What follows belongs to an exercise in optimizing a design on an open flow for small area, a short achievable clock period and few clock cycles per item; a production flow would make more cautious choices. RTL that was checked went through simulation tests only; none was proved equivalent to the original. Only the layout flow was run in runs 1 to 4; the RTL was not checked for function there. No activity file was given, so power comes from the tool's default toggle rates.

==> design.v <==
`timescale 1ns/10ps
`timescale 1ns/10ps
`timescale 1ns/10ps
`timescale 1ns/10ps
`timescale 1ns/10ps
module fp_add_unit
(
  input  logic        clk_i,
  input  logic        rst_n_i,
  input  logic [31:0] op_a_i,
  input  logic [31:0] op_b_i,
  input  logic        op_i,
  input  logic        valid_i,
  output logic [35:0] result_o
);
  logic        sa, sb;
  logic [7:0]  ea, eb;
  logic        a_ge, a_max, b_max, e_lt;
  logic [7:0]  d_ab, d_ba;
  assign sa = op_a_i[31];
  assign sb = op_b_i[31] ^ op_i;
  assign ea = op_a_i[30:23];
  assign eb = op_b_i[30:23];
  assign a_ge  = op_a_i[30:0] >= op_b_i[30:0];
  assign a_max = &ea;
  assign b_max = &eb;
  assign {e_lt, d_ab} = {1'b0, ea} - {1'b0, eb};
  assign d_ba         = eb - ea;
  logic        v1q, nan1q, inf1q, sign1q, sub1q, age1q, ha1q, hb1q;
  logic [7:0]  e1q, d1q;
  logic [22:0] fa1q, fb1q;
  always_ff @(posedge clk_i) begin
    if (!rst_n_i) v1q <= 1'b0;
    else          v1q <= valid_i;
    nan1q  <= (a_max & |op_a_i[22:0]) | (b_max & |op_b_i[22:0]) |
              (a_max & b_max & (sa ^ sb));
    inf1q  <= a_max | b_max;
    sign1q <= a_ge ? sa : sb;
    sub1q  <= sa ^ sb;
    age1q  <= a_ge;
    e1q    <= e_lt ? eb : ea;
    d1q    <= e_lt ? d_ba : d_ab;
    ha1q   <= |ea;
    hb1q   <= |eb;
    fa1q   <= op_a_i[22:0];
    fb1q   <= op_b_i[22:0];
  end
  logic [23:0] mb, ms;
  logic [24:0] y2;
  logic        sticky2;
  assign mb = age1q ? {ha1q, fa1q} : {hb1q, fb1q};
  assign ms = age1q ? {hb1q, fb1q} : {ha1q, fa1q};
  assign y2 = (d1q > 8'd24) ? 25'd0 : ({ms, 1'b0} >> d1q[4:0]);
  always_comb begin
    sticky2 = 1'b0;
    for (int j = 0; j < 24; j++)
      if (ms[j] && (d1q >= 8'(j + 2)) && (d1q <= 8'(j + 24)))
        sticky2 = 1'b1;
  end
  logic        v2q, nan2q, inf2q, sign2q, sub2q, cin2q;
  logic [7:0]  e2q;
  logic [23:0] mb2q;
  logic [24:0] y2q;
  always_ff @(posedge clk_i) begin
    if (!rst_n_i) v2q <= 1'b0;
    else          v2q <= v1q;
    nan2q  <= nan1q;
    inf2q  <= inf1q;
    sign2q <= sign1q;
    sub2q  <= sub1q;
    e2q    <= e1q;
    mb2q   <= mb;
    y2q    <= y2 ^ {25{sub1q}};
    cin2q  <= sub1q & ~sticky2;
  end
  logic [25:0] r3;
  assign r3 = {1'b0, mb2q, 1'b0} + {sub2q, y2q} + {25'd0, cin2q};
  logic        v3q, nan3q, inf3q, sign3q;
  logic [7:0]  e3q;
  logic [25:0] r3q;
  always_ff @(posedge clk_i) begin
    if (!rst_n_i) v3q <= 1'b0;
    else          v3q <= v2q;
    nan3q  <= nan2q;
    inf3q  <= inf2q;
    sign3q <= sign2q;
    e3q    <= e2q;
    r3q    <= r3;
  end
  logic [4:0]  lz;
  logic        carry;
  logic [24:0] nsh;
  always_comb begin
    lz = 5'd0;
    for (int i = 0; i < 25; i++)
      if (r3q[i])
        lz = 5'(24 - i);
  end
  assign carry = r3q[25];
  assign nsh   = r3q[24:0] << lz;
  logic        v4q, nan4q, inf4q, sign4q, zero4q, ovf4q, unf4q;
  logic [7:0]  e4q;
  logic [22:0] f4q;
  always_ff @(posedge clk_i) begin
    if (!rst_n_i) v4q <= 1'b0;
    else          v4q <= v3q;
    nan4q  <= nan3q;
    inf4q  <= inf3q;
    sign4q <= sign3q;
    zero4q <= r3q == 26'd0;
    ovf4q  <= carry & (e3q == 8'd254);
    unf4q  <= ~carry & ({3'd0, lz} >= e3q);
    e4q    <= carry ? e3q + 8'd1 : e3q - {3'd0, lz};
    f4q    <= carry ? r3q[24:2] : nsh[23:1];
  end
  logic [34:0] res;
  always_comb begin
    if (nan4q)
      res = {32'h7FC0_0000, 3'b001};
    else if (inf4q)
      res = {sign4q, 8'hFF, 23'd0, 3'b000};
    else if (zero4q)
      res = {32'd0, 3'b000};
    else if (ovf4q)
      res = {sign4q, 8'hFF, 23'd0, 3'b100};
    else if (unf4q)
      res = {sign4q, 31'd0, 3'b010};
    else
      res = {sign4q, e4q, f4q, 3'b000};
  end
  logic        v5q;
  logic [34:0] res5q;
  always_ff @(posedge clk_i) begin
    if (!rst_n_i) v5q <= 1'b0;
    else          v5q <= v4q;
    res5q <= res;
  end
  assign result_o = {v5q, res5q};
endmodule
==> run.sh <==
#!/bin/bash
# synth_recipe.tcl (not shown) runs the flow's synth.tcl, then flattens the netlist and writes it again
# the make line also repeats each setting of config.mk as NAME=value (left out here)
make -C /OpenROAD-flow-scripts/flow DESIGN_CONFIG=/design/flow/config.mk WORK_HOME=/design/flow/orfs CLKGATE_MAP_FILE= SYNTH_SCRIPT=/design/flow/synth_recipe.tcl finish
==> config.mk <==
export PLATFORM = sky130hd
export DESIGN_NAME = fp_add_unit
export DESIGN_NICKNAME = fp_add_unit
export VERILOG_FILES = /design/flow/design.v
export SDC_FILE = /design/flow/constraint.sdc
export NUM_CORES = 4
export LEC_CHECK = 0
export ABC_CLOCK_PERIOD_IN_PS = 2500
export CAP_MARGIN = 20
export CORE_MARGIN = 2
export CORE_UTILIZATION = 40
export SETUP_SLACK_MARGIN = 3.0
export SLEW_MARGIN = 20
==> constraint.sdc <==
create_clock -name core_clock -period 5.5 [get_ports {clk_i}]
set_input_delay 1.1000 -clock core_clock [delete_from_list [all_inputs] [get_ports {clk_i}]]
set_output_delay 1.1000 -clock core_clock [all_outputs]
set_load 0.01 [all_outputs]
==> metrics.md, run 1 <==
| Metric | Value |
|---|---|
| Hold EP | `e3q[0]` |
| Detailed Routing Iterations Pass 1 | `5` |
| Root Driver | `clkbuf_16` |
| Clock sinks | `245` |
| Final worst path period share | `51.29%` |
| CP required | `5.98 ns` |
| WHS | `0.3249 ns` |
| Final hold violation count | `0` |
| CTS Buf Count | `27` |
| Residual DRC | `0` |
| Die area | `33980 um2` |
| Core footprint | `32290 um2` |
| Reg clk slew, reported paths | `0.06 ns` |
| Share of cells above drive strength 1 | `30.57%` |
| Max clock buf depth | `3` |
| Clk_skew | `0.02192 ns` |
| N_diodes | `0` |
| Library cells used by synthesis | `80` |
| Ys async rst share | `0%` |
| Hold Crit Class | `reg2reg` |
| Pin count of the biggest net entering global routing | `51` |
| Syn_area_per_cell | `9.201 um2` |
| Critical path's largest stage delay | `0.36 ns` |
| Cell area after synthesis | `13010 um2` |
| Initial antenna violation count | `0` |
| CTS tree | `done` |
| Achievable Freq | `354.5 MHz` |
| Setup crit end kind | `flip-flop` |
| Worst R2R End | `e4q[7]` |
| Setup CP Type | `reg2reg` |
| Worst R2R Setup Slack | `2.68 ns` |
| Die height | `184.3 um` |
| Row cnt | `66` |
| Fin area | `17720 um2` |
| Gr usage total | `20.69%` |
| YS warnings | `1` |
| Worst EP arrival | `3.30 ns` |
| EDFF count, synth | `0` |
| Worst Reg-to-Reg Cells | `10` |
| Worst IR Drop VDD | `0.3037 mV` |
| Min Clock Period, post-route | `2.821 ns` |
| Share of Yosys cell area claimed by the top area cell type | `37.70%` |
| Clock Latency Late Sink | `0.55 ns` |
| Max H-tree Level | `1` |
| Die Width | `184.3 um` |
| Yosys reg bits | `245` |
| CTS Hold Buffers Added | `0` |
| Post-synth net total | `1556` |
| Most frequent CP cell | `buf_4` |
| Mux cell area share after synthesis | `13.79%` |
| Post-synth top area cell | `dfxtp_1` |
| Placed cell count | `1888` |
| Remaining antenna violation count | `0` |
| Via count | `11280` |
| Register area share after synthesis | `37.70%` |
| Port bufs | `103` |
| Xor/xnor share of the synthesized area | `4.174%` |
| Routed wire length | `38080 um` |
| Vias per cell | `5.516` |
| Max-cap violations | `0` |
| Worst R2R Start | `r3q[9]` |
| Simple-gate share of the synthesized area | `14.30%` |
| Slew HR | `29.79%` |
| Vias in the first global route | `10610` |
| Top FF cell, synth | `dfxtp_1` |
| Area share of fa/ha/maj cells after synthesis | `7.348%` |
| CP cell instances | `buf_4 -> buf_4 -> nor4_4 -> and2_4 -> and3_4 -> inv_1 -> ha_2 -> a211o_1 -> o32ai_2 -> xor2_1` |
| Syn-to-layout area delta | `36.17%` |
| Static leakage | `7.321 nW` |
| Unrepaired setup endpoints after global routing | `true` |
| Mapped Cells | `1414` |
| # setup viols final | `0` |
| Dpl hpwl | `25520 um` |
| Max-slew violations | `0` |
| DP Area | `14460 um2` |
| Top post-synthesis cells by area | `dfxtp_1 38%, mux2i_1 6.9%, ha_1 6.7%, mux2_2 4.7%, nand2_1 4.0%` |
| Post-synthesis compound-gate area fraction | `17.19%` |
| Fillers | `2808` |
| WL/cell | `18.62 um` |
| Global route overflow | `0` |
| 1st-iter DRT viols | `798` |
| Fin Setup TNS | `0 ns` |
| Power Density | `536.5 nW/um2` |
| First-pass GRT wire length | `56180 um` |
| Critical path launch point type | `flip-flop` |
| Final Non-Filler Cells | `2045` |
| Worst path slowest cell | `dfxtp_4` |
| Min-delay src | `e2q[0]` |
| Status | `finished clean` |
| I/O pins | `104` |
| GPL Wtd Cong | `0.9236` |
| Initial Util | `40.29%` |
| # nets final | `1727` |
| Hold Path Depth | `0` |
| Critical Path Fanout Max | `11` |
| Worst-Margin Slew | `1.044 ns` |
| Largest family of logic cells by synthesized area | `compound AO/OA/AOI/OAI gates` |
[Yosys cell counts, types with 27 or more instances]
master and instances:
nand2_1 140, dfxtp_1 245, o21ai_0 78, ha_1 70, nor4_1 30, nor2_1 74
nand3_1 27, mux2i_1 90, xnor2_1 42, clkbuf_1 39, a21oi_1 64, mux2_2 54
inv_1 73, and2_1 30
[power by group]
part           internal, mW  switching [mW]  leakage, nW
Clock                  1.19           0.731        0.472
Combinational          2.25            2.57         4.78
Sequential             2.31           0.451         2.06
Total                  5.75            3.75         7.32
[layout make-up]
cell class                      instances  area (um2)  share of cell area, %
Clock inverter                         13       221.5                  1.250
Clock buffer                           34       742.0                  4.188
Timing Repair Buffer                  219        2073                  11.70
Inverter                               78       354.1                  1.999
Multi-Input combinational cell       1009        8756                  49.42
Sequential cell                       245        4976                  28.09
Tap cell                              442       553.0                  3.122
Timing Repair inverter                  5       40.04                 0.2260
[per-stage QoR]
step,power [mW],util (%),setup slack (ns)
4_1_cts,8.773,51.24,2.736
6_report,9.505,54.87,2.679
3_5_place_dp,6.146,44.78,1.522
2_1_floorplan,5.164,-,2.618
3_3_place_gp,6.149,44.78,1.625
5_1_grt,9.972,54.87,2.575
[sequential cells by signal, summed over array words and instances, names as in the netlist, 23 cells and up]
register	flops
res5q	35
r3q	26
y2q	25
mb2q	24
f4q	23
fa1q	23
fb1q	23
[worst max-delay path: cells and delay by family, from the launching register on]
kind                     cells  cell delay [ns]
AND/OR/NAND/NOR              3             0.84
AO/OA/AOI/OAI                2             0.60
buffers and inverters        3             0.46
flip-flops                   1             0.36
adder cells (fa/ha/maj)      1             0.34
XOR/XNOR                     1             0.16
[layer usage]
metal  up-vias  GRT usage [%]  part of all wire, %
met4         0          7.904                  3.8
met2       450          35.14                   48
met5         -              0                    0
li1       5443              -                    -
met3       109          3.339                  6.8
met1      5279          26.30                   41
[kinds of logic after synthesis]
logic type | Yosys count
simple gates | 386
compound gates | 328
flops | 245
buf+inv | 162
mux | 157
fa+ha+maj | 74
xor+xnor | 62
[how the worst max path moves through the flow]
stage	start	endpoint	slack [ns]
3_5_place_dp	op_b_i[1]	sign1q	1.52
4_1_cts	op_b_i[1]	sign1q	2.74
2_1_floorplan	op_b_i[1]	sign1q	2.62
6_report	r3q[9]	e4q[7]	2.68
5_1_grt	r3q[9]	e4q[7]	2.58
3_3_place_gp	op_b_i[1]	sign1q	1.63
[cells in the final DEF, fill, tap and decap left out, drive strengths merged, types with 9 or more instances in the layout]
master and count:
clkdlybuf4s50 15, mux2i 90, a21oi 67, buf 122, nor2b 11, inv 78, ha 70, clkbuf 45
nand3 27, dlygate4sd2 47, nand4 13, a221oi 12, o31ai 9, o21ai 82, and2 30, a211oi 16
nor3 17, a21o 20, xor2 20, o21a 14, o211ai 9, a31oi 10, nor4 30, nand2 142
o22ai 15, xnor2 42, dfxtp 245, dlymetal6s2s 17, mux4 12, mux2 55, nor2 74, a2111oi 9
nand2b 10
[repair_timing]
item,in CTS,in global routing
gates resized for setup,287,190
pin swaps,60,68
setup buffers,49,51
cloned,7,3
endpoints found under the setup margin,114,51
hold endpoints to repair,0,0
==> run 2, diff against run 1 <==
--- a/config.mk
+++ b/config.mk
@@ -7,7 +7,7 @@
 export LEC_CHECK = 0
 export ABC_CLOCK_PERIOD_IN_PS = 2500
-export CAP_MARGIN = 20
+export CAP_MARGIN = 0
 export CORE_MARGIN = 2
 export CORE_UTILIZATION = 40
 export SETUP_SLACK_MARGIN = 3.0
-export SLEW_MARGIN = 20
+export SLEW_MARGIN = 0
==> run 2 against run 1 <==
Against the previous run:
- critical endpoint unchanged
- total power is the same
- clock power is essentially flat
- highest routed layer unchanged
- sequential share of layout area is the same
- setup slack is the same
- via count is the same
==> metrics.md, run 2 <==
| Metric | Value |
|---|---|
| Status | `finished clean` |
| Row cnt | `66` |
| Syn-to-layout area delta | `36.17%` |
| Max-slew violations | `0` |
| Min Clock Period, post-route | `2.821 ns` |
| Syn_area_per_cell | `9.201 um2` |
| Static leakage | `7.321 nW` |
| Via count | `11280` |
| Post-synth net total | `1556` |
| Setup crit end kind | `flip-flop` |
| Die height | `184.3 um` |
| Worst R2R End | `e4q[7]` |
| WHS | `0.3249 ns` |
| Register area share after synthesis | `37.70%` |
| # nets final | `1727` |
| Global route overflow | `0` |
| I/O pins | `104` |
| Clock share of power | `20.3%` |
| Worst-Margin Slew | `1.044 ns` |
| Commonest non-fill, non-tap cell in the layout | `dfxtp_1` |
| Reg with most FFs | `res5q` |
| Remaining antenna violation count | `0` |
| Largest family of logic cells by synthesized area | `compound AO/OA/AOI/OAI gates` |
| Mux cell area share after synthesis | `13.79%` |
| WL/cell | `18.62 um` |
| Clk_skew | `0.02192 ns` |
| Most common cell in the netlist | `dfxtp_1` |
| Switching Share | `39.47%` |
| 1st-iter DRT viols | `798` |
| Pin count of the biggest net entering global routing | `51` |
| EDFF count, synth | `0` |
| Most frequent cells in the layout | `220 x dfxtp_1, 131 x nand2_1, 92 x buf_4` |
| Top FF cell, synth | `dfxtp_1` |
| Top cells by instance count after synthesis | `245 x dfxtp_1, 140 x nand2_1, 90 x mux2i_1` |
| Worst Reg-to-Reg Cells | `10` |
| P_sw | `3.752 mW` |
| Slew HR | `29.79%` |
| YS warnings | `1` |
| Vias per cell | `5.516` |
| Area share of fa/ha/maj cells after synthesis | `7.348%` |
| Routed wire length | `38080 um` |
| Dpl hpwl | `25520 um` |
| Xor/xnor share of the synthesized area | `4.174%` |
| Residual DRC | `0` |
| Clock Latency Late Sink | `0.55 ns` |
| Power Total | `9.505 mW` |
| Critical Path Fanout Max | `11` |
| Library cells used by synthesis | `80` |
| # setup viols final | `0` |
| Max H-tree Level | `1` |
| Root Driver | `clkbuf_16` |
| CTS Buf Count | `27` |
| Fin area | `17720 um2` |
| Worst IR Drop VDD | `0.3037 mV` |
| Top post-synthesis cells by area | `dfxtp_1 38%, mux2i_1 6.9%, ha_1 6.7%, mux2_2 4.7%, nand2_1 4.0%` |
| Fin Setup TNS | `0 ns` |
| Die Width | `184.3 um` |
| Share of Yosys cell area claimed by the top area cell type | `37.70%` |
| Ys async rst share | `0%` |
| Clock sinks | `245` |
| Post-synthesis compound-gate area fraction | `17.19%` |
| Combinational share of power | `50.7%` |
| Gr usage total | `20.69%` |
| CTS tree | `done` |
| Int Pwr | `5.754 mW` |
| Setup CP Type | `reg2reg` |
| Hold Crit Class | `reg2reg` |
| Simple-gate share of the synthesized area | `14.30%` |
| Post-synth top area cell | `dfxtp_1` |
| CP endpoint | `e4q[7]` |
| CP required | `5.98 ns` |
| DP Area | `14460 um2` |
| Max clock buf depth | `3` |
| Max-cap violations | `0` |
| Core footprint | `32290 um2` |
| Vias in the first global route | `10610` |
| Yosys reg bits | `245` |
| GPL Wtd Cong | `0.9236` |
| Unrepaired setup endpoints after global routing | `true` |
| Worst R2R Setup Slack | `2.68 ns` |
| First-pass GRT wire length | `56180 um` |
| Initial Util | `40.29%` |
| Worst EP arrival | `3.30 ns` |
| Final worst path period share | `51.29%` |
| Seq pwr share | `29.0%` |
| Power Density | `536.5 nW/um2` |
| Core Util, Final | `54.87%` |
| Final hold violation count | `0` |
| Top flop regs | `res5q x35, r3q x26, y2q x25` |
| Achievable Freq | `354.5 MHz` |
| Share of cells above drive strength 1 | `30.57%` |
| Port bufs | `103` |
| Initial antenna violation count | `0` |
| Critical path launch point type | `flip-flop` |
| Reg clk slew, reported paths | `0.06 ns` |
| Mapped Cells | `1414` |
| Cell area after synthesis | `13010 um2` |
| Detailed Routing Iterations Pass 1 | `5` |
| Crit. Startpoint | `r3q[9]` |
| Worst R2R Start | `r3q[9]` |
| Die area | `33980 um2` |
| Max reg flops | `35` |
| N_diodes | `0` |
## run 2: logic make-up (layout without fill, tap and decap cells)
logic type | count (synthesis) | count (layout)
and+or+nand+nor | 386 | 387
AOI/OAI and AO/OA | 328 | 329
DFF | 245 | 245
buffers and inverters | 162 | 349
muxes | 157 | 157
adders and majority gates | 74 | 74
xor gates and xnor gates | 62 | 62
## run 2: layout make-up
cell class                      count  area, um2
Timing Repair Buffer              219       2073
Multi-Input combinational cell   1009       8756
Timing Repair inverter              5      40.04
Sequential cell                   245       4976
Fill cell                        2808      14570
Tap cell                          442      553.0
Clock inverter                     13      221.5
Inverter                           78      354.1
Clock buffer                       34      742.0
## run 2: worst min path at each step
stage          cells after the start  slack, ns      to  startpoint
2_1_floorplan                      0       0.31  e2q[0]      e1q[0]
3_3_place_gp                       0       0.31  e3q[5]      e2q[5]
3_5_place_dp                       0       0.31  e3q[7]      e2q[7]
4_1_cts                            0       0.33  e3q[0]      e2q[0]
5_1_grt                            0       0.33  sign4q      sign3q
6_report                           0       0.32  e3q[0]      e2q[0]
## run 2: per-layer routing
metal / vias to the layer above / GRT usage, % / wire length (um)
met5: - / 0 / 0
met4: 0 / 7.904 / 1457
met3: 109 / 3.339 / 2584
met2: 450 / 35.14 / 18300
met1: 5279 / 26.30 / 15740
li1: 5443 / - / -
## run 2: critical path, cell delays in order, from the launching register on
cell and delay (ns):
dfxtp_4 0.36, buf_4 0.16, buf_4 0.14, nor4_4 0.31
and2_4 0.22, and3_4 0.31, inv_1 0.16, ha_2 0.34
a211o_1 0.35, o32ai_2 0.25, xor2_1 0.16
## run 2: power by group through the flow
| stage | Combinational [mW] | Clock, mW | Sequential, mW |
|---|---|---|---|
| after floorplan | 2.66 | 0 | 2.51 |
| after global placement | 3.46 | 0 | 2.69 |
| after detailed placement | 3.44 | 0 | 2.70 |
| after CTS | 4.05 | 1.96 | 2.76 |
| after global routing | 5.12 | 2.05 | 2.81 |
| final | 4.82 | 1.92 | 2.76 |
## run 2: metrics by stage
step | std cells | setup slack, ns
finish | 2045 | 2.679
global route | 2045 | 2.575
CTS | 1991 | 2.736
detailed placement | 1888 | 1.522
global placement | 1888 | 1.625
floorplan | 1414 | 2.618
## run 2: what timing repair did
action / in CTS / in global routing
pin swaps: 60 / 68
gates resized for setup: 287 / 190
gates cloned: 7 / 3
endpoints found under the setup margin: 114 / 51
hold buffers: 0 / 0
setup buffers: 49 / 51
==> run 3, diff against run 2 <==
--- a/config.mk
+++ b/config.mk
@@ -6,8 +6,8 @@
 export NUM_CORES = 4
 export LEC_CHECK = 0
-export ABC_CLOCK_PERIOD_IN_PS = 2500
-export CAP_MARGIN = 0
+export ABC_CLOCK_PERIOD_IN_PS = 2200
+export CAP_MARGIN = 20
 export CORE_MARGIN = 2
 export CORE_UTILIZATION = 40
-export SETUP_SLACK_MARGIN = 3.0
-export SLEW_MARGIN = 0
+export SETUP_SLACK_MARGIN = 3.3
+export SLEW_MARGIN = 20
==> run 3 against run 2 <==
Against the previous run:
- global-route usage grew 1.4 points
- setup slack gained 0.066 ns
- non-clock buffer count grew 48
- combinational power grew 14%
- wire length grew 7.4%
- sequential share of layout area shrank 1.4 points
- cell area grew 5.7%
- first-iteration DRC count grew 37%
- worst hold slack lost 0.00074 ns
- synthesized cell count is the same
- final cell count grew 2.4%
- count of clock-buffer cells in the layout shrank 1
- critical endpoint unchanged
- largest cell class unchanged
- largest power group unchanged
==> metrics.md, run 3 <==
| Metric | Value |
|---|---|
| First-pass GRT wire length | `59270 um` |
| Switching Share | `39.59%` |
| Yosys reg bits | `245` |
| WL/cell | `19.53 um` |
| I/O pins | `104` |
| Share of cells above drive strength 1 | `40.04%` |
| Worst-Margin Slew | `0.6141 ns` |
| Most frequent cells in the layout | `211 x dfxtp_1, 120 x nand2_1, 114 x buf_4` |
| Vias in the first global route | `11100` |
| Worst R2R Setup Slack | `2.74 ns` |
| Row cnt | `66` |
| Clock Latency Late Sink | `0.55 ns` |
| Vias per cell | `5.630` |
| Routed wire length | `40890 um` |
| Hold Path Depth | `0` |
| Library cells used by synthesis | `80` |
| # setup viols final | `0` |
| CTS Buf Count | `27` |
| CTS Hold Buffers Added | `0` |
| Critical path's largest stage delay | `0.44 ns` |
| Top post-synthesis cells by area | `dfxtp_1 38%, mux2i_1 6.9%, ha_1 6.7%, mux2_2 4.7%, nand2_1 4.0%` |
| Critical path depth | `14` |
| CP required | `5.98 ns` |
| Max H-tree Level | `1` |
| Core footprint | `32290 um2` |
| WP buf/inv | `2` |
| Worst Reg-to-Reg Cells | `14` |
| Post-synth top area cell | `dfxtp_1` |
| Post-synth net total | `1556` |
| Seq pwr share | `27.1%` |
| Setup CP Type | `reg2reg` |
| CP cell instances | `buf_6 -> nor2_4 -> a2111oi_4 -> o32a_4 -> nand2_8 -> inv_12 -> ha_4 -> nor2b_1 -> o21ai_1 -> nand2b_1 -> a21o_1 -> a211o_1 -> o32ai_2 -> xor2_1` |
| GPL Wtd Cong | `0.9075` |
| Mapped Cells | `1414` |
| Global route overflow | `0` |
| Slew HR | `58.47%` |
| Max-cap violations | `0` |
| Worst R2R Start | `r3q[5]` |
| Min-delay src | `e2q[3]` |
| Max clock buf depth | `3` |
| Ys async rst share | `0%` |
| # nets final | `1774` |
| Hold Crit Class | `reg2reg` |
| Die Width | `184.3 um` |
| 1st-iter DRT viols | `1091` |
| Most common cell in the netlist | `dfxtp_1` |
| Cell area after synthesis | `13010 um2` |
| Reg clk slew, reported paths | `0.06 ns` |
| Syn-to-layout area delta | `43.94%` |
| Top FF cell, synth | `dfxtp_1` |
| P_sw | `4.036 mW` |
| Reg with most FFs | `res5q` |
| Achievable Freq | `363.0 MHz` |
| Fin Setup TNS | `0 ns` |
| Residual DRC | `0` |
| Root Driver | `clkbuf_16` |
| Worst EP arrival | `3.23 ns` |
| Min Clock Period, post-route | `2.755 ns` |
| Clk_skew | `0.01499 ns` |
| Fillers | `2709` |
| Status | `finished clean` |
| Port bufs | `103` |
| YS warnings | `1` |
| Syn_area_per_cell | `9.201 um2` |
| CTS tree | `done` |
| Worst IR Drop VDD | `0.3717 mV` |
| Setup crit end kind | `flip-flop` |
| Dpl hpwl | `25590 um` |
| Combinational share of power | `53.9%` |
| Final Non-Filler Cells | `2094` |
| Commonest non-fill, non-tap cell in the layout | `dfxtp_1` |
| Max-slew violations | `0` |
| Static leakage | `7.646 nW` |
| Placed cell count | `1886` |
| Critical path launch point type | `flip-flop` |
| Die area | `33980 um2` |
| Detailed Routing Iterations Pass 1 | `6` |
| Clock share of power | `19.0%` |
| Via count | `11790` |
| Share of Yosys cell area claimed by the top area cell type | `37.70%` |
| Die height | `184.3 um` |
| Initial Util | `40.29%` |
| Critical Path Fanout Max | `4` |
| Final hold violation count | `0` |
| Final worst path period share | `50.09%` |
| Worst R2R End | `e4q[7]` |
| Hold EP | `e3q[3]` |
| Clock sinks | `245` |
| Register area share after synthesis | `37.70%` |
| Top cells by instance count after synthesis | `245 x dfxtp_1, 140 x nand2_1, 90 x mux2i_1` |
| Int Pwr | `6.158 mW` |
| Unrepaired setup endpoints after global routing | `true` |
| Worst path slowest cell | `a2111oi_4` |
| Max reg flops | `35` |
| Top flop regs | `res5q x35, r3q x26, y2q x25` |
| Top delay family on crit path | `compound AO/OA/AOI/OAI gates` |
| Pin count of the biggest net entering global routing | `51` |
| Power Density | `544.3 nW/um2` |
| EDFF count, synth | `0` |
| Initial antenna violation count | `1` |
| Remaining antenna violation count | `0` |
| Gr usage total | `22.08%` |
==> run 3: cell counts after synthesis <==
No cell type changed its count.
==> run 3: power by group through the flow <==
stage	Combinational [mW]	Clock (mW)	Sequential, mW
after global placement	3.44	0	2.75
after global routing	5.79	2.06	2.81
after CTS	4.66	1.98	2.76
after detailed placement	3.44	0	2.76
after floorplan	2.71	0	2.51
final	5.50	1.93	2.76
==> run 3: routing by layer <==
layer / up-vias / track usage, % / share of wire, %
li1: 5545 / - / -
met1: 5504 / 27.23 / 40
met2: 557 / 37.85 / 47
met3: 184 / 3.636 / 6.7
met4: 0 / 9.792 / 5.7
met5: - / 0 / 0
==> run 3: cell type report <==
class | count | area [um2] | share of cell area [%]
diodes | 1 | 2.502 | 0.01336
clock buffers | 33 | 748.2 | 3.995
clock inverters | 15 | 226.5 | 1.209
inverters | 78 | 365.4 | 1.951
multi-input cells | 1009 | 9268 | 49.49
flip-flops and latches | 245 | 5002 | 26.71
well taps | 442 | 553.0 | 2.953
repair buffers | 267 | 2524 | 13.48
repair inverters | 4 | 37.54 | 0.2004
==> run 3: worst max path at each step <==
stage | to | slack [ns] | startpoint
after floorplan | sign1q | 2.62 | op_b_i[1]
after global placement | sign1q | 1.61 | op_b_i[1]
after detailed placement | sign1q | 1.56 | op_b_i[1]
after CTS | sign1q | 2.79 | op_b_i[1]
after global routing | e4q[7] | 2.67 | r3q[21]
final | e4q[7] | 2.74 | r3q[5]
==> run 3: logic make-up (layout without fill, tap and decap cells) <==
family,count (synthesis),count (layout),share of synthesized area [%]
mux,157,157,13.79
xor+xnor,62,62,4.174
flops,245,245,37.70
simple gates,386,387,14.30
buf+inv,162,397,5.501
compound gates,328,329,17.19
fa+ha+maj,74,74,7.348
other cells,0,1,0
==> run 3: per-stage QoR <==
stage / utilization [%] / total power [mW] / setup WS (ns) / hold slack, ns / instance area, um2
after global routing: 57.99 / 10.66 / 2.671 / 0.3269 / 18720
after CTS: 54.06 / 9.398 / 2.795 / 0.3253 / 17450
after floorplan: - / 5.229 / 2.618 / 0.3096 / 13300
after detailed placement: 44.88 / 6.197 / 1.563 / 0.3121 / 14490
after global placement: 44.88 / 6.188 / 1.606 / 0.3113 / 14490
final: 58.00 / 10.19 / 2.745 / 0.3241 / 18730
==> run 3: what timing repair did <==
item,in CTS,in global routing
gates resized for setup,494,264
pin swaps,98,117
setup buffers,84,62
cloned,9,4
setup endpoints to repair,126,111
==> run 3: worst reg2reg max path, delay by kind of cell (launching register included) <==
kind            cells  cell delay [ns]
simple gates        4             0.26
flops               1             0.39
compound gates      6             1.55
xor+xnor            1             0.16
fa+ha+maj           1             0.13
buf+inv             2             0.20
==> run 4, diff against run 3 <==
--- a/config.mk
+++ b/config.mk
@@ -6,8 +6,10 @@
 export NUM_CORES = 4
 export LEC_CHECK = 0
-export ABC_CLOCK_PERIOD_IN_PS = 2200
+export ABC_CLOCK_PERIOD_IN_PS = 2500
 export CAP_MARGIN = 20
 export CORE_MARGIN = 2
 export CORE_UTILIZATION = 40
-export SETUP_SLACK_MARGIN = 3.3
+export CTS_BUF_LIST = sky130_fd_sc_hd__clkbuf_4 sky130_fd_sc_hd__clkbuf_8
+export CTS_CLUSTER_SIZE = 30
+export SETUP_SLACK_MARGIN = 3.0
 export SLEW_MARGIN = 20
==> run 4 against run 3 <==
Against the previous run:
- register-to-register slack lost 0.04 ns
- setup slack got worse by 0.036 ns
- synthesized area unchanged
- via count down 2.8%
- die area stayed put
- count of clock-buffer cells in the layout up 22
- highest routed layer unchanged
- worst hold slack gained 0.00078 ns
- wire length is 5.8% lower
- first-iteration DRC count rose by 4.2%
- synthesized cell count unchanged
- cell area fell by 5.7%
==> metrics.md, run 4 <==
| Metric | Value |
|---|---|
| Worst Reg-to-Reg Cells | `14` |
| Achievable Freq | `358.3 MHz` |
| First-pass GRT wire length | `56310 um` |
| Clock sinks | `245` |
| Pin count of the biggest net entering global routing | `51` |
| Reg with most FFs | `res5q` |
| Top post-synthesis cells by area | `dfxtp_1 38%, mux2i_1 6.9%, ha_1 6.7%, mux2_2 4.7%, nand2_1 4.0%` |
| Met3 usage | `3.300%` |
| Vias in the first global route | `10710` |
| Row cnt | `66` |
| CP required | `5.97 ns` |
| Routed wire length | `38500 um` |
| Worst EP arrival | `3.26 ns` |
| GPL Wtd Cong | `0.9236` |
| Max H-tree Level | `2` |
| Post-synth net total | `1556` |
| Setup CP Type | `reg2reg` |
| Detailed Routing Iterations Pass 1 | `6` |
| Cell area after synthesis | `13010 um2` |
| Residual DRC | `0` |
| Post-synth top area cell | `dfxtp_1` |
| Top flop regs | `res5q x35, r3q x26, y2q x25` |
| Busiest grt layer | `met2` |
| Initial antenna violation count | `0` |
| Worst-Margin Slew | `0.8502 ns` |
| Commonest non-fill, non-tap cell in the layout | `dfxtp_1` |
| Status | `finished clean` |
| Max-cap violations | `0` |
| Die area | `33980 um2` |
| Die height | `184.3 um` |
| Die Width | `184.3 um` |
| Crit. Startpoint | `r3q[9]` |
| Core footprint | `32290 um2` |
| Initial Util | `40.29%` |
| Hold EP | `e3q[0]` |
| DP Area | `14460 um2` |
| Final hold violation count | `0` |
| # setup viols final | `0` |
| Max reg flops | `35` |
| Top FF cell, synth | `dfxtp_1` |
| Syn-to-layout area delta | `35.76%` |
| Port bufs | `103` |
| Setup crit end kind | `flip-flop` |
| N_diodes | `0` |
| Clock Latency Late Sink | `0.55 ns` |
| Hold Crit Class | `reg2reg` |
| CTS Hold Buffers Added | `0` |
| Most common cell in the netlist | `dfxtp_1` |
| Static leakage | `7.356 nW` |
| WL/cell | `18.62 um` |
| Remaining antenna violation count | `0` |
| Gr usage total | `20.84%` |
| Min Clock Period, post-route | `2.791 ns` |
| Slew HR | `42.80%` |
| Unrepaired setup endpoints after global routing | `true` |
| Dpl hpwl | `25520 um` |
| Worst R2R Start | `r3q[9]` |
| Register area share after synthesis | `37.70%` |
| Via count | `11460` |
| GR Util met2 | `35.44%` |
| Most frequent cells in the layout | `214 x dfxtp_1, 131 x nand2_1, 89 x buf_4` |
| Root Driver | `clkbuf_8` |
| YS warnings | `1` |
| Clk_skew | `0.03497 ns` |
| Share of cells above drive strength 1 | `31.80%` |
| Hold Path Depth | `0` |
| I/O pins | `104` |
| Worst IR Drop VDD | `0.2292 mV` |
| Vias per cell | `5.540` |
| Worst R2R Setup Slack | `2.71 ns` |
| CTS tree | `done` |
| Critical Path Fanout Max | `4` |
| Syn_area_per_cell | `9.201 um2` |
| Yosys reg bits | `245` |
| Critical path launch point type | `flip-flop` |
| Share of Yosys cell area claimed by the top area cell type | `37.70%` |
| Ys async rst share | `0%` |
| Final worst path period share | `50.75%` |
| CTS Buf Count | `41` |
| Power Density | `529.4 nW/um2` |
| Fin area | `17660 um2` |
| WHS | `0.3249 ns` |
| Global route overflow | `0` |
| Top cells by instance count after synthesis | `245 x dfxtp_1, 140 x nand2_1, 90 x mux2i_1` |
| Max clock buf depth | `3` |
| Max-slew violations | `0` |
| 1st-iter DRT viols | `1137` |
| Library cells used by synthesis | `80` |
| EDFF count, synth | `0` |
| Reg clk slew, reported paths | `0.06 ns` |
| Mapped Cells | `1414` |
| Fin Setup TNS | `0 ns` |
| Worst R2R End | `e4q[7]` |
| Grt met1 use | `26.00%` |
| Min-delay src | `e2q[0]` |
| # nets final | `1740` |
-- run 4: changes by cell type in the layout (fill, tap and decap cells not counted), sizes merged, moves of 3 or more --
cell,change
dlymetal6s2s,+12
dlygate4sd2,+34
clkbuf,+16
buf,-80
inv,+4
bufinv,-3
clkdlybuf4s50,-5
clkdlybuf4s15,-4
-- run 4: layer usage --
layer / routed length, um / part of all wire [%] / vias to the layer above
met2: 18370 / 48 / 449
met5: 0 / 0 / -
li1: - / - / 5479
met4: 1708 / 4.4 / 0
met1: 16180 / 42 / 5393
met3: 2245 / 5.8 / 136
-- run 4: critical path: stages, from the launching register on --
cell        delay (ns)
dfxtp_4           0.37
nor4_4            0.37
o31ai_4           0.13
a21oi_2           0.20
nor3_4            0.06
buf_12            0.14
clkinvlp_4        0.08
ha_4              0.20
nor2b_4           0.12
o21ai_2           0.10
nand2b_1          0.09
a21o_1            0.16
a211o_1           0.29
o32ai_2           0.25
xor2_1            0.16
-- run 4: cell families (layout without fill, tap and decap cells) --
kind of cell,count (synthesis),after routing,synth area share (%)
adder cells (fa/ha/maj),74,74,7.348
AO/OA/AOI/OAI,328,330,17.19
buffers and inverters,162,371,5.501
XOR/XNOR,62,62,4.174
multiplexers,157,157,13.79
flip-flops,245,245,37.70
AND/OR/NAND/NOR,386,387,14.30
-- run 4: stage by stage --
stage               utilization (%)  setup slack, ns  power [mW]  cells
detailed placement            44.78            1.522       6.146   1888
global route                  54.70            2.596       9.823   2068
finish                        54.70            2.709       9.350   2068
CTS                           50.74            2.744       8.458   2016
global placement              44.78            1.625       6.149   1888
floorplan                         -            2.618       5.164   1414
-- run 4: timing repair --
item                                   in CTS  in global routing
buffers inserted                           49                 46
endpoints found under the hold margin       0                  0
resized for setup                         265                220
pin swaps                                  58                 66
setup endpoints to repair                 113                 56
cloned                                      8                  6
-- run 4: power breakdown --
part           switching [mW]  internal, mW  total [mW]
combinational            2.60          2.29        4.89
clock                   0.714         0.941        1.65
sequential              0.494          2.31        2.81
-- run 4: area by class of cell --
cell class	count	area, um2
timing repair buffer	217	2101
multi-input combinational	1010	8767
fill	2817	14630
clock buffer	55	706.9
tap	442	553.0
clock inverter	16	153.9
inverter	78	351.6
sequential	245	4991
timing repair inverter	5	37.54
-- run 4: how the worst max path moves through the flow --
stage,end,slack [ns]
floorplan,sign1q,2.62
global placement,sign1q,1.63
detailed placement,sign1q,1.52
CTS,sign1q,2.74
global route,e4q[7],2.60
finish,e4q[7],2.71
==> run 5, diff against run 4 <==
--- a/design.v
+++ b/design.v
@@ -75,5 +75,5 @@
   end
   logic [25:0] r3;
-  assign r3 = {1'b0, mb2q, 1'b0} + {sub2q, y2q} + {25'd0, cin2q};
+  assign r3 = {1'b0, mb2q, cin2q} + {sub2q, y2q};
   logic        v3q, nan3q, inf3q, sign3q;
   logic [7:0]  e3q;
@@ -88,16 +88,35 @@
     r3q    <= r3;
   end
+  logic [31:0] lzin;
   logic [4:0]  lz;
   logic        carry;
-  logic [24:0] nsh;
+  logic [24:0] n0, n1, n2, n3, n4;
+  assign lzin  = {r3q[24:0], 7'h7F};
+  assign carry = r3q[25];
   always_comb begin
-    lz = 5'd0;
-    for (int i = 0; i < 25; i++)
-      if (r3q[i])
-        lz = 5'(24 - i);
+    logic [1:0] z2 [16];
+    logic [2:0] z4 [8];
+    logic [3:0] z8 [4];
+    logic [4:0] z16 [2];
+    for (int i = 0; i < 16; i++)
+      z2[i] = lzin[2*i+1] ? 2'd0 : lzin[2*i] ? 2'd1 : 2'd2;
+    for (int i = 0; i < 8; i++)
+      z4[i] = z2[2*i+1][1] ? {z2[2*i][1], ~z2[2*i][1], z2[2*i][0]}
+                           : {1'b0, z2[2*i+1]};
+    for (int i = 0; i < 4; i++)
+      z8[i] = z4[2*i+1][2] ? {z4[2*i][2], ~z4[2*i][2], z4[2*i][1:0]}
+                           : {1'b0, z4[2*i+1]};
+    for (int i = 0; i < 2; i++)
+      z16[i] = z8[2*i+1][3] ? {z8[2*i][3], ~z8[2*i][3], z8[2*i][2:0]}
+                            : {1'b0, z8[2*i+1]};
+    lz = z16[1][4] ? {1'b1, z16[0][3:0]} : z16[1][4:0];
   end
-  assign carry = r3q[25];
-  assign nsh   = r3q[24:0] << lz;
-  logic        v4q, nan4q, inf4q, sign4q, zero4q, ovf4q, unf4q;
+  assign n0 = lz[4] ? {r3q[8:0], 16'd0} : r3q[24:0];
+  assign n1 = lz[3] ? {n0[16:0], 8'd0} : n0;
+  assign n2 = lz[2] ? {n1[20:0], 4'd0} : n1;
+  assign n3 = lz[1] ? {n2[22:0], 2'd0} : n2;
+  assign n4 = lz[0] ? {n3[23:0], 1'd0} : n3;
+  logic        v4q, nan4q, inf4q, sign4q, zero4q, carry4q;
+  logic [4:0]  lz4q;
   logic [7:0]  e4q;
   logic [22:0] f4q;
@@ -105,14 +124,19 @@
     if (!rst_n_i) v4q <= 1'b0;
     else          v4q <= v3q;
-    nan4q  <= nan3q;
-    inf4q  <= inf3q;
-    sign4q <= sign3q;
-    zero4q <= r3q == 26'd0;
-    ovf4q  <= carry & (e3q == 8'd254);
-    unf4q  <= ~carry & ({3'd0, lz} >= e3q);
-    e4q    <= carry ? e3q + 8'd1 : e3q - {3'd0, lz};
-    f4q    <= carry ? r3q[24:2] : nsh[23:1];
+    nan4q   <= nan3q;
+    inf4q   <= inf3q;
+    sign4q  <= sign3q;
+    zero4q  <= r3q == 26'd0;
+    carry4q <= carry;
+    lz4q    <= lz;
+    e4q     <= e3q;
+    f4q     <= carry ? r3q[24:2] : n4[23:1];
   end
+  logic        ovf, unf;
+  logic [7:0]  e5;
   logic [34:0] res;
+  assign ovf = carry4q & (e4q == 8'd254);
+  assign unf = ~carry4q & ({3'd0, lz4q} >= e4q);
+  assign e5  = carry4q ? e4q + 8'd1 : e4q - {3'd0, lz4q};
   always_comb begin
     if (nan4q)
@@ -122,10 +146,10 @@
     else if (zero4q)
       res = {32'd0, 3'b000};
-    else if (ovf4q)
+    else if (ovf)
       res = {sign4q, 8'hFF, 23'd0, 3'b100};
-    else if (unf4q)
+    else if (unf)
       res = {sign4q, 31'd0, 3'b010};
     else
-      res = {sign4q, e4q, f4q, 3'b000};
+      res = {sign4q, e5, f4q, 3'b000};
   end
   logic        v5q;
==> config.mk (replaced) <==
export PLATFORM = sky130hd
export DESIGN_NAME = fp_add_unit
export DESIGN_NICKNAME = fp_add_unit
export VERILOG_FILES = /design/flow/design.v
export SDC_FILE = /design/flow/constraint.sdc
export NUM_CORES = 4
export LEC_CHECK = 0
export ABC_CLOCK_PERIOD_IN_PS = 2800
export CAP_MARGIN = 20
export CORE_MARGIN = 2
export CORE_UTILIZATION = 40
export SETUP_SLACK_MARGIN = 2.7
export SLEW_MARGIN = 20
==> run 5 against run 4 <==
Against the previous run:
- still clean on timing, DRC and antenna
- clock skew shrank 0.0068 ns
- via count shrank 12%
- total power shrank 21%
- first-iteration DRC count shrank 29%
- die area shrank 4.0%
- utilization shrank 5.4 points
- sequential power shrank 4%
- critical path type is now in2reg
- critical endpoint is now sign1q
- largest power group unchanged
==> metrics.md, run 5 <==
| Metric | Value |
|---|---|
| Status | `finished clean` |
| Seq pwr share | `36.6%` |
| Post-synthesis compound-gate area fraction | `17.58%` |
| WHS | `0.3255 ns` |
| Largest family of logic cells by synthesized area | `compound AO/OA/AOI/OAI gates` |
| Setup crit end kind | `flip-flop` |
| Area share of fa/ha/maj cells after synthesis | `7.661%` |
| Register area share after synthesis | `39.95%` |
| Initial Util | `40.68%` |
| Commonest non-fill, non-tap cell in the layout | `dfxtp_1` |
| Top FF cell, synth | `dfxtp_1` |
| Reg with most FFs | `res5q` |
| Global route overflow | `0` |
| Worst Reg-to-Reg Cells | `9` |
| Worst R2R End | `r3q[25]` |
| Hold EP | `e4q[4]` |
| Top cells by instance count after synthesis | `249 x dfxtp_1, 143 x nand2_1, 92 x o21ai_0` |
| Ys async rst share | `0%` |
| Mux cell area share after synthesis | `10.89%` |
| Final hold violation count | `0` |
| Critical Path Fanout Max | `3` |
| Top flop regs | `res5q x35, r3q x26, y2q x25` |
| Max-slew violations | `0` |
| N_diodes | `0` |
| Die height | `180.6 um` |
| Top post-synthesis cells by area | `dfxtp_1 40%, ha_1 7.0%, mux2i_1 5.1%, mux2_2 4.6%, nand2_1 4.3%` |
| Setup CP Type | `in2reg` |
| Gr usage total | `19.28%` |
| Reg clk slew, reported paths | `0.06 ns` |
| CP required | `5.94 ns` |
| Root Driver | `clkbuf_16` |
| Core footprint | `30670 um2` |
| Unrepaired setup endpoints after global routing | `true` |
| Hold Crit Class | `reg2reg` |
| YS warnings | `5` |
| Detailed Routing Iterations Pass 1 | `6` |
| Library cells used by synthesis | `91` |
| Syn-to-layout area delta | `21.14%` |
| WL/cell | `17.32 um` |
| Max clock buf depth | `3` |
| Max reg flops | `35` |
| Most common cell in the netlist | `dfxtp_1` |
| Die Width | `180.6 um` |
| Vias in the first global route | `9690` |
| GPL Wtd Cong | `0.9078` |
| EDFF count, synth | `0` |
| CTS tree | `done` |
| Cell area after synthesis | `12480 um2` |
| Vias per cell | `5.391` |
| Switching Share | `36.83%` |
| Share of Yosys cell area claimed by the top area cell type | `39.95%` |
| Critical path launch point type | `input port` |
| Yosys reg bits | `249` |
| Final WS setup | `2.778 ns` |
| Worst R2R Start | `mb2q[5]` |
| Core Util, Final | `49.28%` |
| Combinational share of power | `39.2%` |
| Xor/xnor share of the synthesized area | `4.352%` |
| Max-cap violations | `0` |
| Static leakage | `6.357 nW` |
| Fillers | `2919` |
| Dpl hpwl | `24730 um` |
| Initial antenna violation count | `1` |
| Min-delay src | `e3q[4]` |
| Fin Setup TNS | `0 ns` |
| Via count | `10120` |
| Worst IR Drop VDD | `0.2367 mV` |
| Hold Path Depth | `0` |
| Remaining antenna violation count | `0` |
| I/O pins | `104` |
| Achievable Freq | `367.4 MHz` |
| Setup slack at placement | `1.614 ns` |
| Share of cells above drive strength 1 | `14.51%` |
| CTS Buf Count | `26` |
| P_sw | `2.727 mW` |
| Routed wire length | `32530 um` |
| Clock sinks | `249` |
| Max H-tree Level | `1` |
| Die area | `32620 um2` |
| Final worst path period share | `49.49%` |
| Worst R2R Setup Slack | `2.80 ns` |
| Power Total | `7.404 mW` |
| 1st-iter DRT viols | `806` |
| Clock Latency Late Sink | `0.55 ns` |
| Syn_area_per_cell | `9.134 um2` |
| # nets final | `1605` |
| Mapped Cells | `1366` |
| Residual DRC | `0` |
| Worst-Margin Slew | `0.6122 ns` |
| Clock share of power | `24.2%` |
| First-pass GRT wire length | `51350 um` |
| Power Density | `489.9 nW/um2` |
| Most frequent cells in the layout | `239 x dfxtp_1, 143 x nand2_1, 84 x nor2_1` |
| Worst EP arrival | `3.16 ns` |
| Simple-gate share of the synthesized area | `14.69%` |
| Slew HR | `58.87%` |
| Post-synth top area cell | `dfxtp_1` |
| Port bufs | `103` |
| Pin count of the biggest net entering global routing | `50` |
| # setup viols final | `0` |
| Row cnt | `64` |
| Post-synth net total | `1508` |
| Min Clock Period, post-route | `2.722 ns` |
| Int Pwr | `4.677 mW` |
| Clk_skew | `0.02813 ns` |
run 5: cell types whose count changed in the layout (fill, tap and decap cells not counted), moves of 22 or more:
cell / before / now
a21oi_1: 47 / 78
buf_4: 89 / 22
clkbuf_16: 5 / 27
clkbuf_8: 47 / 1
clkdlybuf4s50_1: 16 / 53
dfxtp_1: 214 / 239
nor2_1: 62 / 84
o21ai_0: 51 / 83
run 5: worst max path at each step:
| stage | start | end | slack, ns | cells past startpoint |
|---|---|---|---|---|
| final | op_a_i[6] | sign1q | 2.78 | 10 |
| after global routing | mb2q[5] | r3q[25] | 2.64 | 9 |
| after CTS | op_a_i[28] | d1q[6] | 2.68 | 11 |
| after detailed placement | op_b_i[1] | sign1q | 1.61 | 12 |
| after global placement | op_b_i[1] | sign1q | 1.66 | 12 |
| after floorplan | op_a_i[1] | sign1q | 2.56 | 10 |
run 5: metrics by stage:
step | instances | instance area [um2]
after detailed placement | 1817 | 13810
after CTS | 1873 | 14840
after global routing | 1878 | 15110
after floorplan | 1366 | 12520
final | 1878 | 15110
after global placement | 1817 | 13810
run 5: layer usage:
layer,GRT usage (%),share of wire [%]
met1,24.61,44
met5,0,0
met4,6.581,3.2
met3,2.627,5.0
met2,33.40,48
run 5: kinds of logic after synthesis:
kind of cell	Yosys count
adders and majority gates	74
and+or+nand+nor	380
xor gates and xnor gates	62
buffers and inverters	137
DFF	249
AOI/OAI and AO/OA	343
muxes	121
run 5: critical path: stages:
cell             delay [ns]
clkdlybuf4s50_1        0.46
ha_1                   0.34
nand3_1                0.09
nor2_1                 0.05
a21oi_1                0.13
o211ai_1               0.11
a21oi_2                0.18
o31ai_2                0.10
a211o_1                0.29
mux2_4                 0.30
run 5: power groups by stage:
stage	combinational (mW)	sequential, mW	clock [mW]
finish	2.90	2.71	1.79
global route	3.19	2.77	1.91
CTS	2.83	2.69	1.83
detailed placement	2.78	2.72	0
global placement	2.77	2.72	0
floorplan	2.06	2.59	0
run 5: cell type report:
class	count	area (um2)	share of cell area, %
flip-flops and latches	249	5005	33.11
well taps	396	495.5	3.278
clock buffers	28	689.4	4.561
clock inverters	19	202.7	1.341
inverters	78	332.8	2.202
repair inverters	1	5.005	0.03311
repair buffers	126	1222	8.088
multi-input cells	981	7162	47.38
run 5: what timing repair did:
item,4_1_cts,5_1_grt
pin swaps,21,17
resized for setup,80,68
setup buffers,7,5
gates cloned,2,0
setup endpoints to repair,52,38
hold buffers,0,0
Testbench counts of run 5, summed over its fixed seeds: cycles 16,032, items 16,000.
==> run 6, diff against run 5 <==
--- a/config.mk
+++ b/config.mk
@@ -6,4 +6,5 @@
 export NUM_CORES = 4
 export LEC_CHECK = 0
+export ABC_AREA = 1
 export ABC_CLOCK_PERIOD_IN_PS = 2800
 export CAP_MARGIN = 20
==> run 6 against run 5 <==
Against the previous run:
- first-iteration DRC count grew 15%
- maximum frequency shrank 0.77%
- sequential share of layout area shrank 1.1 points
- largest cell class unchanged
- global-route usage grew 2.7 points
- non-clock buffer count shrank 8
- still clean
==> metrics.md, run 6 <==
| Metric | Value |
|---|---|
| Setup CP Type | `in2reg` |
| Row cnt | `66` |
| Cell area after synthesis | `13120 um2` |
| Critical Path Fanout Max | `7` |
| Vias in the first global route | `11490` |
| Power Density | `494.6 nW/um2` |
| Critical path launch point type | `input port` |
| Initial Util | `40.43%` |
| Worst-Margin Slew | `1.121 ns` |
| Max-slew violations | `0` |
| Max-cap violations | `0` |
| Remaining antenna violation count | `0` |
| Final hold violation count | `0` |
| Top flop regs | `res5q x35, r3q x26, y2q x25` |
| Power Total | `7.697 mW` |
| Die area | `34270 um2` |
| Reg with most FFs | `res5q` |
| Status | `finished clean` |
| CP required | `5.92 ns` |
| Detailed Routing Iterations Pass 1 | `6` |
| Min Clock Period, post-route | `2.743 ns` |
| Fin area | `15560 um2` |
| Core footprint | `32450 um2` |
| Achievable Freq | `364.6 MHz` |
| Setup crit end kind | `flip-flop` |
| Clk_skew | `0.007198 ns` |
| Post-synth net total | `2017` |
| Share of cells above drive strength 1 | `5.755%` |
| Die Width | `185.1 um` |
| Share of Yosys cell area claimed by the top area cell type | `37.99%` |
| CTS Buf Count | `28` |
| Die height | `185.1 um` |
| Slew HR | `24.50%` |
| Syn_area_per_cell | `6.998 um2` |
| DP Area | `14460 um2` |
| Gr usage total | `21.99%` |
| Register area share after synthesis | `37.99%` |
| Pin count of the biggest net entering global routing | `56` |
| Most frequent cells in the layout | `537 x nand2_1, 264 x nand3_1, 249 x dfxtp_1` |
| I/O pins | `104` |
| Final worst path period share | `49.87%` |
| Dpl hpwl | `29360 um` |
| WL/cell | `15.49 um` |
| Commonest non-fill, non-tap cell in the layout | `nand2_1` |
| Most common cell in the netlist | `nand2_1` |
| Initial antenna violation count | `0` |
| Yosys reg bits | `249` |
| WHS | `0.3211 ns` |
| # nets final | `2102` |
| Syn-to-layout area delta | `18.58%` |
| Core Util, Final | `47.95%` |
| Routed wire length | `37540 um` |
| Ys async rst share | `0%` |
| Port bufs | `103` |
| Max reg flops | `35` |
| Worst IR Drop VDD | `0.2644 mV` |
| Vias per cell | `5.107` |
| Worst EP arrival | `3.17 ns` |
| Via count | `12380` |
| Post-synth top area cell | `dfxtp_1` |
| Fin Setup TNS | `0 ns` |
| Root Driver | `clkbuf_16` |
| Unrepaired setup endpoints after global routing | `false` |
| Max clock buf depth | `3` |
| Clock sinks | `249` |
| Reg clk slew, reported paths | `0.06 ns` |
| CTS tree | `done` |
| Library cells used by synthesis | `50` |
| First-pass GRT wire length | `59890 um` |
| EDFF count, synth | `0` |
| Mapped Cells | `1875` |
| Residual DRC | `0` |
| Hold Crit Class | `reg2reg` |
| Fillers | `3328` |
| Global route overflow | `0` |
| YS warnings | `5` |
| GPL Wtd Cong | `0.9443` |
| # setup viols final | `0` |
| Top cells by instance count after synthesis | `541 x nand2_1, 265 x nand3_1, 249 x dfxtp_1` |
| 1st-iter DRT viols | `923` |
| Top FF cell, synth | `dfxtp_1` |
| Top post-synthesis cells by area | `dfxtp_1 38%, nand2_1 15%, nand3_1 10%, ha_1 6.7%, inv_1 5.1%` |
| Clock Latency Late Sink | `0.53 ns` |
| Max H-tree Level | `1` |
| Static leakage | `7.473 nW` |
-- run 6: path summary, 6_finish.rpt --
check	start	endpoint	slack (ns)	depth (start not counted)
worst max-delay path	op_b_i[23]	d1q[2]	2.76	10
worst min register to register	e2q[7]	e3q[7]	0.32	0
worst max register to register	d1q[1]	cin2q	2.80	8
worst min-delay path	e2q[7]	e3q[7]	0.32	0
-- run 6: metrics by stage --
step	std cells	worst slack [ns]
final	2424	2.757
after global routing	2423	2.665
after CTS	2422	2.731
after detailed placement	2366	1.366
after global placement	2366	1.411
after floorplan	1875	2.801
-- run 6: logic make-up after synthesis --
group,synth area share (%)
AO/OA/AOI/OAI,9.669
AND/OR/NAND/NOR,33.82
flip-flops,37.99
XOR/XNOR,3.271
buffers and inverters,7.962
adder cells (fa/ha/maj),7.285
-- run 6: power breakdown --
part | leakage, nW | switching [mW] | internal, mW
sequential | 2.09 | 0.281 | 2.29
clock | 0.469 | 0.715 | 1.16
combinational | 4.91 | 2.05 | 1.20
-- run 6: layer usage --
metal  share of wire (%)  up-vias  global-route usage, %
li1                    -     6294                      -
met1                  45     5592                  28.73
met2                  45      405                  36.48
met3                 5.9       88                  3.401
met4                 4.0        0                  8.476
met5                   0        -                      0
-- run 6: repair_timing --
action                     CTS  global route
buffers inserted             4             1
hold buffers                 0             0
setup endpoints to repair   15            50
cloned                       1             0
resized for setup           14            16
pin swaps                    2             2
-- run 6: cell type report --
| class | instances | area, um2 | share of cell area (%) |
|---|---|---|---|
| tap | 442 | 553.0 | 3.554 |
| inverter | 193 | 730.7 | 4.696 |
| sequential | 249 | 4985 | 32.04 |
| antenna | 1 | 2.502 | 0.01608 |
| timing repair buffer | 118 | 1150 | 7.390 |
| multi-input combinational | 1370 | 7178 | 46.13 |
| clock inverter | 15 | 168.9 | 1.086 |
| clock buffer | 36 | 792.0 | 5.090 |
-- run 6: worst max-delay path, stage by stage --
cell	delay (ns)
clkdlybuf4s50_1	0.45
ha_1	0.26
fa_1	0.43
o21ai_2	0.21
nand2_1	0.15
nand2_4	0.12
clkinvlp_4	0.15
nand2_1	0.08
o21ai_1	0.07
xor2_1	0.14
==> run 7, diff against run 6 <==
--- a/config.mk
+++ b/config.mk
@@ -6,9 +6,8 @@
 export NUM_CORES = 4
 export LEC_CHECK = 0
-export ABC_AREA = 1
-export ABC_CLOCK_PERIOD_IN_PS = 2800
+export ABC_CLOCK_PERIOD_IN_PS = 2500
 export CAP_MARGIN = 20
 export CORE_MARGIN = 2
 export CORE_UTILIZATION = 40
-export SETUP_SLACK_MARGIN = 2.7
+export SETUP_SLACK_MARGIN = 3.0
 export SLEW_MARGIN = 20
==> run 7 against run 6 <==
Against the previous run:
- still clean on timing, DRC and antenna
- critical path depth is 1 higher
- first-iteration DRC count decreased by 26%
- final cell count shrank 20%
- synthesized cell count shrank 27%
- cell area increased by 3.5%
- non-clock buffer count rose by 57
- register-to-register slack better by 0.18 ns
- combinational power increased by 5%
- critical path type unchanged
- largest cell class unchanged
- largest power group unchanged
==> metrics.md, run 7 <==
| Metric | Value |
|---|---|
| WHS | `0.3251 ns` |
| CTS tree | `done` |
| Fin area | `16110 um2` |
| Max clock buf depth | `3` |
| Clock sinks | `249` |
| Share of Yosys cell area claimed by the top area cell type | `39.95%` |
| Setup crit end kind | `flip-flop` |
| Top cells by instance count after synthesis | `249 x dfxtp_1, 143 x nand2_1, 92 x o21ai_0` |
| Max-slew violations | `0` |
| Commonest non-fill, non-tap cell in the layout | `dfxtp_1` |
| Post-synth top area cell | `dfxtp_1` |
| N_diodes | `0` |
| Max reg flops | `35` |
| Gr usage total | `20.11%` |
| Root Driver | `clkbuf_16` |
| Remaining antenna violation count | `0` |
| YS warnings | `5` |
| Cell area after synthesis | `12480 um2` |
| Power Density | `495.3 nW/um2` |
| EDFF count, synth | `0` |
| Most common cell in the netlist | `dfxtp_1` |
| Routed wire length | `34530 um` |
| Critical path launch point type | `input port` |
| CTS Hold Buffers Added | `0` |
| Initial antenna violation count | `1` |
| Seq pwr share | `34.5%` |
| Pin count of the biggest net entering global routing | `35` |
| GPL Wtd Cong | `0.9007` |
| Static leakage | `6.792 nW` |
| P_sw | `2.966 mW` |
| Combinational share of power | `42.7%` |
| Most frequent cells in the layout | `219 x dfxtp_1, 140 x nand2_1, 79 x nor2_1` |
| Syn_area_per_cell | `9.134 um2` |
| Switching Share | `37.17%` |
| Yosys reg bits | `249` |
| Die Width | `180.6 um` |
| Detailed Routing Iterations Pass 1 | `6` |
| Clock Latency Late Sink | `0.54 ns` |
| # setup viols final | `0` |
| Register Area | `5055 um2` |
| Final worst path period share | `49.40%` |
| Clk_skew | `0.01819 ns` |
| Min Clock Period, post-route | `2.717 ns` |
| Global route overflow | `0` |
| Int Pwr | `5.013 mW` |
| Initial Util | `40.68%` |
| 1st-iter DRT viols | `687` |
| Mapped Cells | `1366` |
| Top FF cell, synth | `dfxtp_1` |
| Syn-to-layout area delta | `29.11%` |
| Register area share after synthesis | `39.95%` |
| Reg with most FFs | `res5q` |
| Slew HR | `60.85%` |
| Achievable Freq | `368.0 MHz` |
| Via count | `10520` |
| Worst IR Drop VDD | `0.2414 mV` |
| Setup CP Type | `in2reg` |
| Vias in the first global route | `10130` |
| First-pass GRT wire length | `53260 um` |
| Core Util, Final | `52.53%` |
| Residual DRC | `0` |
| WL/cell | `17.89 um` |
| Library cells used by synthesis | `91` |
| Clock share of power | `22.8%` |
| Die area | `32620 um2` |
| CP required | `5.93 ns` |
| Row cnt | `64` |
| Top post-synthesis cells by area | `dfxtp_1 40%, ha_1 7.0%, mux2i_1 5.1%, mux2_2 4.6%, nand2_1 4.3%` |
| Core footprint | `30670 um2` |
| Final hold violation count | `0` |
| DP Area | `13840 um2` |
| Max-cap violations | `0` |
| Status | `finished clean` |
| Worst Reg-to-Reg Cells | `9` |
| Critical Path Fanout Max | `3` |
| Top flop regs | `res5q x35, r3q x26, y2q x25` |
| Dpl hpwl | `24680 um` |
| I/O pins | `104` |
| Max H-tree Level | `1` |
| Post-synth net total | `1508` |
| Fin Setup TNS | `0 ns` |
| # nets final | `1656` |
| Fillers | `2821` |
| Share of cells above drive strength 1 | `23.79%` |
| Worst-Margin Slew | `0.5828 ns` |
| Reg clk slew, reported paths | `0.07 ns` |
| Die height | `180.6 um` |
| Final Non-Filler Cells | `1930` |
| CTS Buf Count | `27` |
| Hold Path Depth | `0` |
| Unrepaired setup endpoints after global routing | `true` |
| Hold Crit Class | `reg2reg` |
| Area of the multi-input gates | `7640 um2` |
| Ys async rst share | `0%` |
| Port bufs | `103` |
| Vias per cell | `5.453` |
| Worst EP arrival | `3.15 ns` |
| Placed cell count | `1815` |
[run 7: layout make-up]
type | count | area share, %
Multi-Input combinational cell | 981 | 47.43
Tap cell | 396 | 3.076
Timing Repair inverter | 2 | 0.08544
Clock buffer | 28 | 4.280
Timing Repair Buffer | 175 | 10.25
Inverter | 78 | 2.167
Sequential cell | 249 | 31.38
Clock inverter | 21 | 1.336
[run 7: stage by stage]
stage	power [mW]	setup WS, ns
floorplan	4.648	2.563
global placement	5.488	1.682
detailed placement	5.505	1.644
CTS	7.628	2.706
global route	8.461	2.684
finish	7.979	2.783
[run 7: layer usage]
metal / wire [um] / global-route usage, % / vias to the layer above
li1: - / - / 5177
met4: 1446 / 8.161 / 0
met2: 16460 / 34.66 / 329
met3: 1623 / 2.769 / 96
met1: 15000 / 25.30 / 4922
met5: 0 / 0 / -
[run 7: worst paths after layout]
path,endpoint,from,slack [ns]
worst max register to register,f4q[15],r3q[6],2.98
worst min-delay path,e2q[1],e1q[1],0.33
worst min register to register,e2q[1],e1q[1],0.33
worst max-delay path,sign1q,op_a_i[1],2.78
[run 7: cells by family after synthesis]
family	share of synthesized area [%]
AO/OA/AOI/OAI	17.58
multiplexers	10.89
adder cells (fa/ha/maj)	7.661
buffers and inverters	4.874
AND/OR/NAND/NOR	14.69
XOR/XNOR	4.352
flip-flops	39.95
[run 7: timing repair]
| action | 4_1_cts | 5_1_grt |
|---|---|---|
| buffers inserted | 34 | 27 |
| endpoints found under the setup margin | 72 | 71 |
| gates cloned | 4 | 1 |
| pin swaps | 45 | 65 |
| resized for setup | 180 | 158 |
[run 7: worst max-delay path, stage by stage]
cell and delay, ns:
buf_8 0.10, ha_4 0.23, nor2b_4 0.11, o21a_1 0.19
o21ai_2 0.12, a21oi_2 0.07, or3_1 0.33, a21oi_2 0.20
o31ai_2 0.09, a211o_1 0.30, mux2_4 0.30
[run 7: power groups by stage]
stage                     registers [mW]  logic (mW)  clock network, mW
final                               2.75        3.41               1.82
after global routing                2.81        3.71               1.94
after CTS                           2.73        3.03               1.87
after detailed placement            2.74        2.77                  0
after global placement              2.73        2.75                  0
after floorplan                     2.59        2.06                  0

-- afterwards: timing with drivers on the ports --
No port has a modelled driver above. Below, the same layouts with a new extraction and two added sets of constraints.
Step 1: set_driving_cell puts a clkbuf_16 on clk_i and a buf_2 on each other input, an assumption about the parent block.
Step 2 moves the port delays by t, midway between the first and last clock arrival at a register: inputs arrive t later, outputs are due t later. That takes back most of the time a late clock gives input paths.
Slacks: ideal / step 1 / step 2; pairs: ideal / step 1.
run | t, ns | setup WS [ns] | worst setup path after step 2 | latest minus earliest clock arrival (ns) | cell pins on the clock port's net
run 1 | 0.596 | 2.679 / 2.679 / 2.279 | input to register | 0.022 / 0.022 | 1
run 2 | 0.596 | 2.679 / 2.679 / 2.279 | input to register | 0.022 / 0.022 | 1
run 3 | 0.597 | 2.745 / 2.745 / 2.248 | input to register | 0.015 / 0.015 | 1
run 4 | 0.585 | 2.709 / 2.709 / 2.251 | input to register | 0.035 / 0.035 | 1
run 5 | 0.582 | 2.778 / 2.795 / 2.214 | input to register | 0.028 / 0.028 | 1
run 6 | 0.585 | 2.757 / 2.786 / 2.201 | input to register | 0.008 / 0.008 | 1
run 7 | 0.575 | 2.783 / 2.790 / 2.215 | input to register | 0.021 / 0.021 | 1
After both steps setup and hold are still met in every run listed. For run 7, which loses most, drivers alone change the setup slack by +0.007 ns; drivers and shift together by -0.568 ns.
